What follows belongs to an exercise in optimizing a design on an open flow for small area and few clock cycles; a production flow would make more cautious choices.
Where RTL was checked, it was by simulation tests only, not by an equivalence proof against the original.
No activity file was given, so power comes from the tool's default toggle rates.

==> run a <==
// byte_stream_tokenizer
module byte_stream_tokenizer (
  input  logic         clk_i,
  input  logic         rst_ni,
  input  logic         s_axis_tvalid,
  output logic         s_axis_tready,
  input  logic [7:0]   s_axis_tdata,
  output logic         m_axis_tvalid,
  input  logic         m_axis_tready,
  output logic [127:0] m_axis_tdata,
  output logic [4:0]   m_axis_tuser,
  output logic         m_axis_tlast
);
export LEC_CHECK = 0
export ABC_AREA = 1
export CAP_MARGIN = 20
export CORE_MARGIN = 2
export CORE_UTILIZATION = 40
export SLEW_MARGIN = 20
create_clock -name core_clock -period 6.0 [get_ports {clk_i}]
standard.sh (not shown) runs the stock make flow with config.mk's settings and CLKGATE_MAP_FILE= SYNTH_SCRIPT=/design/flow/synth_recipe.tcl, a recipe that flattens the netlist after the stock synthesis.
==> flow/flow/run.sh <==
#!/bin/bash
# Layout flow: the standard flow, with the port buffers made from the
# smallest buffer cell and a clock tree of smaller buffers without dummy loads.
set -e
export BUFFER_PORTS_ARGS="-buffer_cell sky130_fd_sc_hd__buf_1"
export CTS_ARGS="-sink_clustering_enable -repair_clock_nets -dont_use_dummy_load -buf_list sky130_fd_sc_hd__clkbuf_8"
bash standard.sh > standard.log 2>&1
==> inputs of run b, as changes to run a <==
--- a/flow/design.v
+++ b/flow/design.v
@@ -61,17 +61,16 @@
   input  logic         m_axis_tready,
   output logic [127:0] m_axis_tdata,
   output logic [4:0]   m_axis_tuser,
   output logic         m_axis_tlast
 );
   localparam logic [2:0] M_IDLE = 3'd0, M_WORD = 3'd1, M_NUM = 3'd2, M_STR = 3'd3,
                          M_OP = 3'd4, M_HALT = 3'd5;
   logic [2:0]  mode_q, mode_d;
-  logic        rep_q;                    
   logic [7:0]  pb_q;                     
   logic [23:0] so_q;                     
   logic [23:0] wl_q;                     
   logic [6:0]  vh_q;
   logic        sat_q, ddone_q;
   assign vh_q    = so_q[6:0];
   assign sat_q   = so_q[7];
   assign ddone_q = so_q[8];
@@ -82,20 +81,20 @@
   logic        ev, fire, init_q, zap;
   logic        ibv_q;                    
   logic [7:0]  ib_q;
   logic        is_space, is_digit, is_alpha, is_wordch, is_single, is_opch, is_q, is_z, is_nl;
   logic        is_eq, pb_bang, b_class;
   logic        m_idle, m_word, m_num, m_str, m_op, m_halt;
   logic        word_end, num_end, str_z, str_q, str_cont, op_eq, op_bang, op_single;
   logic        tok_a, tok_b, run_idle, split, start, cons, clr, halt_set, num_acc;
-  assign ev   = rep_q || ibv_q;
-  assign c    = rep_q ? pb_q : ib_q;
+  assign ev   = ibv_q;
+  assign c    = ib_q;
   assign fire = ev && m_axis_tready && !init_q;
-  assign s_axis_tready = !ibv_q || (m_axis_tready && !rep_q && !init_q);
+  assign s_axis_tready = !ibv_q || (m_axis_tready && !init_q && !split);
   assign is_space  = (c == " ") || (c >= 8'd9 && c <= 8'd13);
   assign is_nl     = (c == 8'd10);
   assign is_digit  = (c >= "0") && (c <= "9");
   assign is_alpha  = (c >= "a" && c <= "z") || (c >= "A" && c <= "Z");
   assign is_wordch = is_alpha || is_digit || (c == "_");
   assign is_single = (c == "(") || (c == ")") || (c == ":");
   assign is_opch   = (c == "=") || (c == "!") || (c == "<") || (c == ">") ||
                      (c == "+") || (c == "-") || (c == "*") || (c == "/");
@@ -337,26 +336,26 @@
                           sc_q,
                           sl_q,
                           offl_a ? wl_q : 24'd0,
                           offl_a ? so_q : 24'd0,
                           int_a & sat_q,
                           int_a ? val : {30'd0, true_a}};
   always_ff @(posedge clk_i or negedge rst_ni) begin
     if (!rst_ni) begin
-      mode_q <= M_IDLE; rep_q <= 1'b0; init_q <= 1'b1; ibv_q <= 1'b0;
+      mode_q <= M_IDLE; init_q <= 1'b1; ibv_q <= 1'b0;
     end else begin
       init_q <= 1'b0;
       if (s_axis_tvalid && s_axis_tready) begin
         ibv_q <= 1'b1;
-      end else if (fire && !rep_q) begin
+      end else if (fire && !split) begin
         ibv_q <= 1'b0;
       end
       if (fire) begin
-        mode_q <= mode_d; rep_q <= split;
+        mode_q <= mode_d;
       end
     end
   end
   logic so_track;
   assign so_track = init_q || (fire && !((start && is_alpha) || (m_word && is_wordch) || str_cont));
   always_ff @(posedge clk_i) begin
     if (s_axis_tvalid && s_axis_tready) begin
       ib_q <= s_axis_tdata;
- ABC_AREA: 1 -> not set
==> notes <==
Run b completed without violations. Run a went through all stages and came out clean.
Against run b, the critical path depth of run a is higher by 8.
Sequential power: run b is lower than run a (about 6%).
In run b the synthesized cell count is lower than in run a, by about 18%.
In run a the synthesized area is larger than in run b, by about 4%.
Against run b, the clock skew of run a is lower by 0.012 ns.
Against run b, the maximum frequency of run a is larger by 1.2%.
Against run b, the total power of run a is larger by 23%.
Of run a and run b, run b has the higher sequential share of layout area (gap 0.30 points).
==> figures <==
| quantity | run a | run b |
|---|---|---|
| Syn-to-layout area delta | 10.1% | 10.4% |
| Clock buffer and inverter area fraction after layout | 1.95% | 2.02% |
| Register-to-register setup slack | 1.01 ns | 0.95 ns |
| Synth Register Bits | 166 | 162 |
| Die area | 0.0285 mm2 | 0.0275 mm2 |
| Fraction of layout instances using a drive strength above 1 | 7.42% | 6.32% |
| Share of total power consumed by net switching | 42.5% | 36.7% |
| Worst Setup Slack post-DPL | 0.981 ns | 0.933 ns |
| Clock Power | 606 uW | 605 uW |
| Status | timing/DRC/antenna clean | timing/DRC/antenna clean |
| NumNets Final | 1561 | 1318 |
| Launch point of the worst reg-to-reg path | rep_q | ib_q[1] |
| Number of sequential cells in the layout | 166 | 162 |
| Vias in the first global route | 8299 | 7928 |
| Clock group share of total power | 17.1% | 21.0% |
| Origin of the worst min-delay path | cc_q[15] | cc_q[7] |
| Critical Path Max Stage Delay | 0.72 ns | 0.71 ns |
| Maximum clock frequency | 200 MHz | 198 MHz |
Testbench counts of run a, summed over its fixed seeds: cycles 48,226.
Testbench counts of run b, summed over its fixed seeds: cycles 48,226.

==> run C <==
Another version of the RTL of byte_stream_tokenizer (not shown whole).
clock: 6.0 ns
lec_check: 0
cap_margin: 20
core_margin: 2
core_utilization: 40
slew_margin: 20
==> flow/flow/run.sh <==
#!/bin/bash
# Layout flow: the standard flow, with the port buffers made from the
# smallest buffer cell.
set -e
export BUFFER_PORTS_ARGS="-buffer_cell sky130_fd_sc_hd__buf_1"
bash standard.sh > standard.log 2>&1
==> inputs of run M, as changes to run C <==
--- a/flow/design.v
+++ b/flow/design.v
@@ -66,29 +66,31 @@
   localparam logic [2:0] M_IDLE = 3'd0, M_WORD = 3'd1, M_NUM = 3'd2, M_STR = 3'd3,
                          M_OP = 3'd4, M_HALT = 3'd5;
   logic [2:0]  mode_q, mode_d;
   logic        rep_q;                    
   logic [7:0]  pb_q;                     
-  logic [9:0]  kwm_q;                    
   logic [23:0] so_q;                     
   logic [23:0] wl_q;                     
-  logic [6:0]  vh_q;                     
+  logic [6:0]  vh_q;
   logic        sat_q, ddone_q;
+  assign vh_q    = so_q[6:0];
+  assign sat_q   = so_q[7];
+  assign ddone_q = so_q[8];
   logic [19:0] sl_q, cl_q;
   logic [15:0] sc_q, cc_q;
   logic [23:0] co_q;
   logic [7:0]  c;
-  logic        ev, fire;
+  logic        ev, fire, init_q, zap;
   logic        is_space, is_digit, is_alpha, is_wordch, is_single, is_opch, is_q, is_z, is_nl;
   logic        is_eq, pb_bang, b_class;
   logic        m_idle, m_word, m_num, m_str, m_op, m_halt;
   logic        word_end, num_end, str_z, str_q, str_cont, op_eq, op_bang, op_single;
   logic        tok_a, tok_b, run_idle, split, start, cons, clr, halt_set, num_acc;
   assign ev   = rep_q || s_axis_tvalid;
   assign c    = rep_q ? pb_q : s_axis_tdata;
-  assign fire = ev && m_axis_tready;
-  assign s_axis_tready = m_axis_tready && !rep_q;
+  assign fire = ev && m_axis_tready && !init_q;
+  assign s_axis_tready = m_axis_tready && !rep_q && !init_q;
   assign is_space  = (c == " ") || (c >= 8'd9 && c <= 8'd13);
   assign is_nl     = (c == 8'd10);
   assign is_digit  = (c >= "0") && (c <= "9");
   assign is_alpha  = (c >= "a" && c <= "z") || (c >= "A" && c <= "Z");
   assign is_wordch = is_alpha || is_digit || (c == "_");
@@ -147,62 +149,69 @@
   assign co_sat  = &co_q;
   assign wl_sat  = &wl_q;
   assign cc_ci   = fire && cons && !is_nl && !cc_sat;
   assign cl_ci   = fire && cons && is_nl && !cl_sat;
   assign co_ci   = fire && cons && !co_sat;
-  assign cc_zero = fire && (clr || (cons && is_nl));
+  assign zap     = init_q || (fire && clr);
+  assign cc_zero = zap || (fire && cons && is_nl);
   logic [16:0] cc_cy;
   logic [20:0] cl_cy;
   logic [24:0] co_cy, wl_cy;
   logic [23:0] wl_inc;
   always_comb begin
-    cc_cy[0] = cc_ci; cl_cy[0] = cl_ci; co_cy[0] = co_ci; wl_cy[0] = 1'b1;
     for (int i = 0; i < 16; i++) begin
-      cc_cy[i+1] = cc_cy[i] & cc_q[i];
+      cc_cy[i] = (i % 8 == 0) ? (cc_ci & ((i == 0) ? 1'b1 : &cc_q[7:0])) : cc_cy[i-1] & cc_q[i-1];
       cc_n[i] = (cc_q[i] ^ cc_cy[i]) & !cc_zero;
     end
     for (int i = 0; i < 20; i++) begin
-      cl_cy[i+1] = cl_cy[i] & cl_q[i];
-      cl_n[i] = (cl_q[i] ^ cl_cy[i]) & !(fire && clr);
+      cl_cy[i] = (i == 0) ? cl_ci : (i == 8) ? (cl_ci & (&cl_q[7:0])) :
+                 (i == 16) ? (cl_ci & (&cl_q[15:0])) : cl_cy[i-1] & cl_q[i-1];
+      cl_n[i] = (cl_q[i] ^ cl_cy[i]) & !zap;
     end
     for (int i = 0; i < 24; i++) begin
-      co_cy[i+1] = co_cy[i] & co_q[i];
-      co_n[i] = (co_q[i] ^ co_cy[i]) & !(fire && clr);
-      wl_cy[i+1] = wl_cy[i] & wl_q[i];
+      co_cy[i] = (i == 0) ? co_ci : (i == 8) ? (co_ci & (&co_q[7:0])) :
+                 (i == 16) ? (co_ci & (&co_q[15:0])) : co_cy[i-1] & co_q[i-1];
+      co_n[i] = (co_q[i] ^ co_cy[i]) & !zap;
+      wl_cy[i] = (i == 0) ? 1'b1 : (i == 8) ? (&wl_q[7:0]) :
+                 (i == 16) ? (&wl_q[15:0]) : wl_cy[i-1] & wl_q[i-1];
       wl_inc[i] = wl_q[i] ^ wl_cy[i];
     end
   end
   logic [30:0] val, mx, my, msum;
   logic [31:0] mcy;
   logic        nsat, big, eqk;
   assign val = {vh_q, wl_q};
-  logic [30:0] pg_g, pg_p;
+  function automatic logic blk_start(input int i);
+    blk_start = (i == 5 || i == 11 || i == 17 || i == 23 || i == 28);
+  endfunction
   always_comb begin
+    logic [30:0] p, s0;
+    logic [31:0] c0, t;
+    logic        cb, pb;
     mx = {val[27:0], (c[3] ? 3'd7 : c[2:0])};
     my = {val[29:0], c[3]};
+    p = mx ^ my;
     mcy = '0;
-  end
-  always_comb begin
-    logic [30:0] g, p, gg, pp;
-    g = mx & my; p = mx ^ my;
-    g[0] = g[0] | (p[0] & c[3] & c[0]);
-    gg = g; pp = p;
-    for (int l = 1; l < 32; l = l * 2) begin
-      for (int i = 2 * l - 1; i < 31; i += 2 * l) begin
-        gg[i] = gg[i] | (pp[i] & gg[i-l]);
-        pp[i] = pp[i] & pp[i-l];
-      end
-    end
-    for (int l = 8; l >= 1; l = l / 2) begin
-      for (int i = 3 * l - 1; i < 31; i += 2 * l) begin
-        gg[i] = gg[i] | (pp[i] & gg[i-l]);
-        pp[i] = pp[i] & pp[i-l];
+    c0[0] = c[3] & c[0];
+    for (int i = 0; i < 5; i++) begin
+      msum[i] = p[i] ^ c0[i];
+      c0[i+1] = (mx[i] & my[i]) | (c0[i] & p[i]);
+    end
+    cb = c0[5];
+    t = '0;
+    pb = 1'b1;
+    for (int i = 5; i < 31; i++) begin
+      if (blk_start(i) && i != 5) cb = c0[i] | (pb & cb);
+      if (blk_start(i)) begin
+        c0[i] = 1'b0; t[i] = cb; pb = 1'b1;
       end
+      s0[i] = p[i] ^ c0[i];
+      c0[i+1] = (mx[i] & my[i]) | (c0[i] & p[i]);
+      t[i+1] = t[i] & p[i];
+      msum[i] = s0[i] ^ t[i];
+      pb = pb & p[i];
     end
-    pg_g = gg; pg_p = pp;
-    msum[0] = p[0] ^ (c[3] & c[0]);
-    for (int i = 1; i < 31; i++) msum[i] = p[i] ^ gg[i-1];
   end
   localparam logic [30:0] K = 31'd214748364;
   always_comb begin
     big = 1'b0; eqk = 1'b1;
     for (int i = 30; i >= 0; i--) begin
@@ -222,19 +231,45 @@
       4: txt = "then ";  5: txt = "end  "; 6: txt = "not  "; 7: txt = "var  ";
       8: txt = "int  ";  default: txt = "bool ";
     endcase
     kwc = txt[39 - 8 * p -: 8];
   endfunction
-  logic [9:0] kwm_next, kwm_first, kw_hit;
+  function automatic int kidx(input int g, input int j);
+    case (g)
+      1: kidx = (j == 0) ? 0 : 4;      
+      2: kidx = (j == 0) ? 1 : -1;     
+      3: kidx = (j == 0) ? 2 : 8;      
+      4: kidx = (j == 0) ? 3 : 5;      
+      5: kidx = (j == 0) ? 6 : -1;     
+      6: kidx = (j == 0) ? 7 : -1;     
+      7: kidx = (j == 0) ? 9 : -1;     
+      default: kidx = -1;
+    endcase
+  endfunction
+  logic [4:0] kw_first, kw_next;
+  logic [9:0] kw_hit;
   always_comb begin
-    for (int k = 0; k < 10; k++) begin
-      kwm_next[k] = 1'b0;
-      for (int p = 1; p < bst_pkg::kw_len(4'(k)); p++) begin
-        if (wl_q[2:0] == 3'(p) && c == kwc(k, p)) kwm_next[k] = kwm_q[k];
+    kw_first = '0;
+    kw_next = '0;
+    kw_hit = '0;
+    kw_next[2:0] = pb_q[2:0];
+    for (int g = 1; g < 8; g++) begin
+      if (c == kwc(kidx(g, 0), 0)) begin
+        kw_first[2:0] = 3'(g);
+        kw_first[3] = 1'b1;
+        kw_first[4] = (kidx(g, 1) >= 0);
+      end
+      for (int j = 0; j < 2; j++) begin
+        if (kidx(g, j) >= 0) begin
+          for (int p = 1; p < bst_pkg::kw_len(4'(kidx(g, j))); p++) begin
+            if (pb_q[2:0] == 3'(g) && wl_q[2:0] == 3'(p) && c == kwc(kidx(g, j), p))
+              kw_next[3 + j] = pb_q[3 + j];
+          end
+          if (pb_q[2:0] == 3'(g) && pb_q[3 + j] && wl_q[2:0] == bst_pkg::kw_len(4'(kidx(g, j))))
+            kw_hit[kidx(g, j)] = 1'b1;
+        end
       end
-      kwm_first[k] = (c == kwc(k, 0));
-      kw_hit[k] = kwm_q[k] && wl_q[2:0] == bst_pkg::kw_len(4'(k));
     end
   end
   function automatic logic [4:0] op_kind(input logic [7:0] s, input logic eq);
     logic [4:0] k;
     if (s[4]) begin
@@ -289,11 +324,11 @@
     else begin
       kind_b = bst_pkg::KIND_ERROR;
       err_b = 1'b1;
     end
   end
-  assign m_axis_tvalid = ev && (tok_a || tok_b);
+  assign m_axis_tvalid = ev && !init_q && (tok_a || tok_b);
   assign m_axis_tlast  = !split;
   assign m_axis_tuser  = tok_a ? kind_a : kind_b;
   assign m_axis_tdata  = {2'b00,
                           tok_a ? (op_bang ? 8'h21 : 8'h00) : (err_b ? c : 8'h00),
                           tok_a ? err_a : (err_b ? bst_pkg::ERR_SYMBOL : 2'd0),
@@ -303,41 +338,39 @@
                           offl_a ? so_q : 24'd0,
                           int_a & sat_q,
                           int_a ? val : {30'd0, true_a}};
   always_ff @(posedge clk_i or negedge rst_ni) begin
     if (!rst_ni) begin
-      mode_q <= M_IDLE; rep_q <= 1'b0;
-      cl_q <= '0; cc_q <= '0; co_q <= '0; sl_q <= '0; sc_q <= '0;
+      mode_q <= M_IDLE; rep_q <= 1'b0; init_q <= 1'b1;
     end else begin
-      cl_q <= cl_n; cc_q <= cc_n; co_q <= co_n;
+      init_q <= 1'b0;
       if (fire) begin
         mode_q <= mode_d; rep_q <= split;
       end
-      if (fire && (start || mode_d == M_IDLE)) begin
-        sl_q <= cl_n;
-        sc_q <= start ? cc_q : cc_n;
-      end
     end
   end
   always_ff @(posedge clk_i) begin
-    if (fire) begin
-      kwm_q <= m_word ? kwm_next : kwm_first;
-    end
-    if (fire && run_idle) begin
-      pb_q <= c;
+    cl_q <= cl_n; cc_q <= cc_n; co_q <= co_n;
+    if (init_q || (fire && !(((m_word || m_num) && is_wordch) || str_cont))) begin
+      sl_q <= cl_n;
+      sc_q <= (start && !init_q) ? cc_q : cc_n;
+    end
+    if (fire && (run_idle || m_word)) begin
+      pb_q[7:5] <= c[7:5];
+      pb_q[4:0] <= (m_word && is_wordch) ? kw_next : is_alpha ? kw_first : c[4:0];
     end
     if (fire && start) begin
-      so_q <= is_q ? co_n : co_q;
-    end
-    if (fire && (start || (((m_word && is_wordch) || str_cont) && !wl_sat) || num_acc)) begin
-      wl_q <= start ? {20'd0, is_digit ? c[3:0] : {3'd0, is_alpha}} :
-              m_num ? (msum[23:0] | {24{nsat}}) : wl_inc;
+      so_q[23:9] <= is_q ? co_n[23:9] : co_q[23:9];
     end
     if (fire && (start || num_acc)) begin
-      vh_q  <= start ? 7'd0 : (msum[30:24] | {7{nsat}});
-      sat_q <= start ? 1'b0 : nsat;
+      so_q[7:0] <= start ? (is_digit ? 8'd0 : is_q ? co_n[7:0] : co_q[7:0]) :
+                   {nsat, msum[30:24] | {7{nsat}}};
     end
     if (fire && (start || (m_num && is_wordch && !is_digit))) begin
-      ddone_q <= !start;
+      so_q[8] <= start ? (!is_digit && (is_q ? co_n[8] : co_q[8])) : 1'b1;
+    end
+    if (fire && (start || (((m_word && is_wordch) || str_cont) && !wl_sat) || num_acc)) begin
+      wl_q <= start ? {20'd0, is_digit ? c[3:0] : {3'd0, is_alpha}} :
+              m_num ? (msum[23:0] | {24{nsat}}) : wl_inc;
     end
   end
 endmodule
==> flow/flow/run.sh (replaced) <==
#!/bin/bash
# Layout flow: the standard flow, with the port buffers made from the
# smallest buffer cell and a clock tree of smaller buffers without dummy loads.
set -e
export BUFFER_PORTS_ARGS="-buffer_cell sky130_fd_sc_hd__buf_1"
export CTS_ARGS="-sink_clustering_enable -repair_clock_nets -dont_use_dummy_load -buf_list sky130_fd_sc_hd__clkbuf_16 -sink_clustering_size 50 -sink_clustering_max_diameter 150 -sink_buffer_max_cap_derate 1.0"
bash standard.sh > standard.log 2>&1
--- a/flow/config.mk
+++ b/flow/config.mk
@@ -3,9 +3,10 @@
 export DESIGN_NICKNAME = byte_stream_tokenizer
 export VERILOG_FILES = /design/flow/design.v
 export SDC_FILE = /design/flow/constraint.sdc
 export NUM_CORES = 4
 export LEC_CHECK = 0
+export ABC_AREA = 1
 export CAP_MARGIN = 20
 export CORE_MARGIN = 2
 export CORE_UTILIZATION = 40
 export SLEW_MARGIN = 20
==> summary of the runs <==
Run C finished but fails on negative setup slack. Run M passed the timing, design-rule and antenna checks. Setup slack: run M is higher than run C (1.8 ns). Against run M, the die area of run C is larger by 7.1%. Routed wire length: run M is lower than run C (about 12%). In run C the synthesized cell count is smaller than in run M, by 18%. Of run C and run M, run M has the higher register-to-register slack (gap 1.6 ns). Between run C and run M, the lower first-iteration DRC count is in run M (gap 14%, measured against run M). Between run M and run C, the lower via count is in run M (gap about 2.4%, measured against run C).
Function was not checked in any run of this note: the RTL went through the layout flow alone.

[separate check: timing with driven ports]
The results above use ideal ports. As a check the final layouts listed here were re-extracted and re-timed, cells and wires unchanged. Step 1, drivers: a clkbuf_16 drives clk_i and a buf_2 each remaining input, both assumed. Step 2, shift: input delay + t, output delay - t, t = (earliest + latest rising clock arrival at the registers) / 2. This alone moves slack from input paths to output paths. Slacks: no drivers / after step 1 / after step 2; pairs: no drivers / after step 1.
run | t (ns) | setup WS [ns] | worst setup path after step 2 | clock arrival spread, ns | worst register clock-pin slew, ns
run a | 0.467 | 1.006 / 0.971 / 1.006 | register to register | 0.050 / 0.049 | 0.11 / 0.11
run b | 0.491 | 0.946 / 0.946 / 0.946 | register to register | 0.057 / 0.058 | 0.13 / 0.13
run C | 0.476 | -0.774 / -0.817 / -1.184 | input to register | 0.017 / 0.017 | 0.08 / 0.08
run M | 0.466 | 1.008 / 1.008 / 0.622 | input to register | 0.026 / 0.027 | 0.07 / 0.07
The setup slack of run C, which loses most, moves by -0.043 ns with the drivers and by -0.410 ns with both steps.
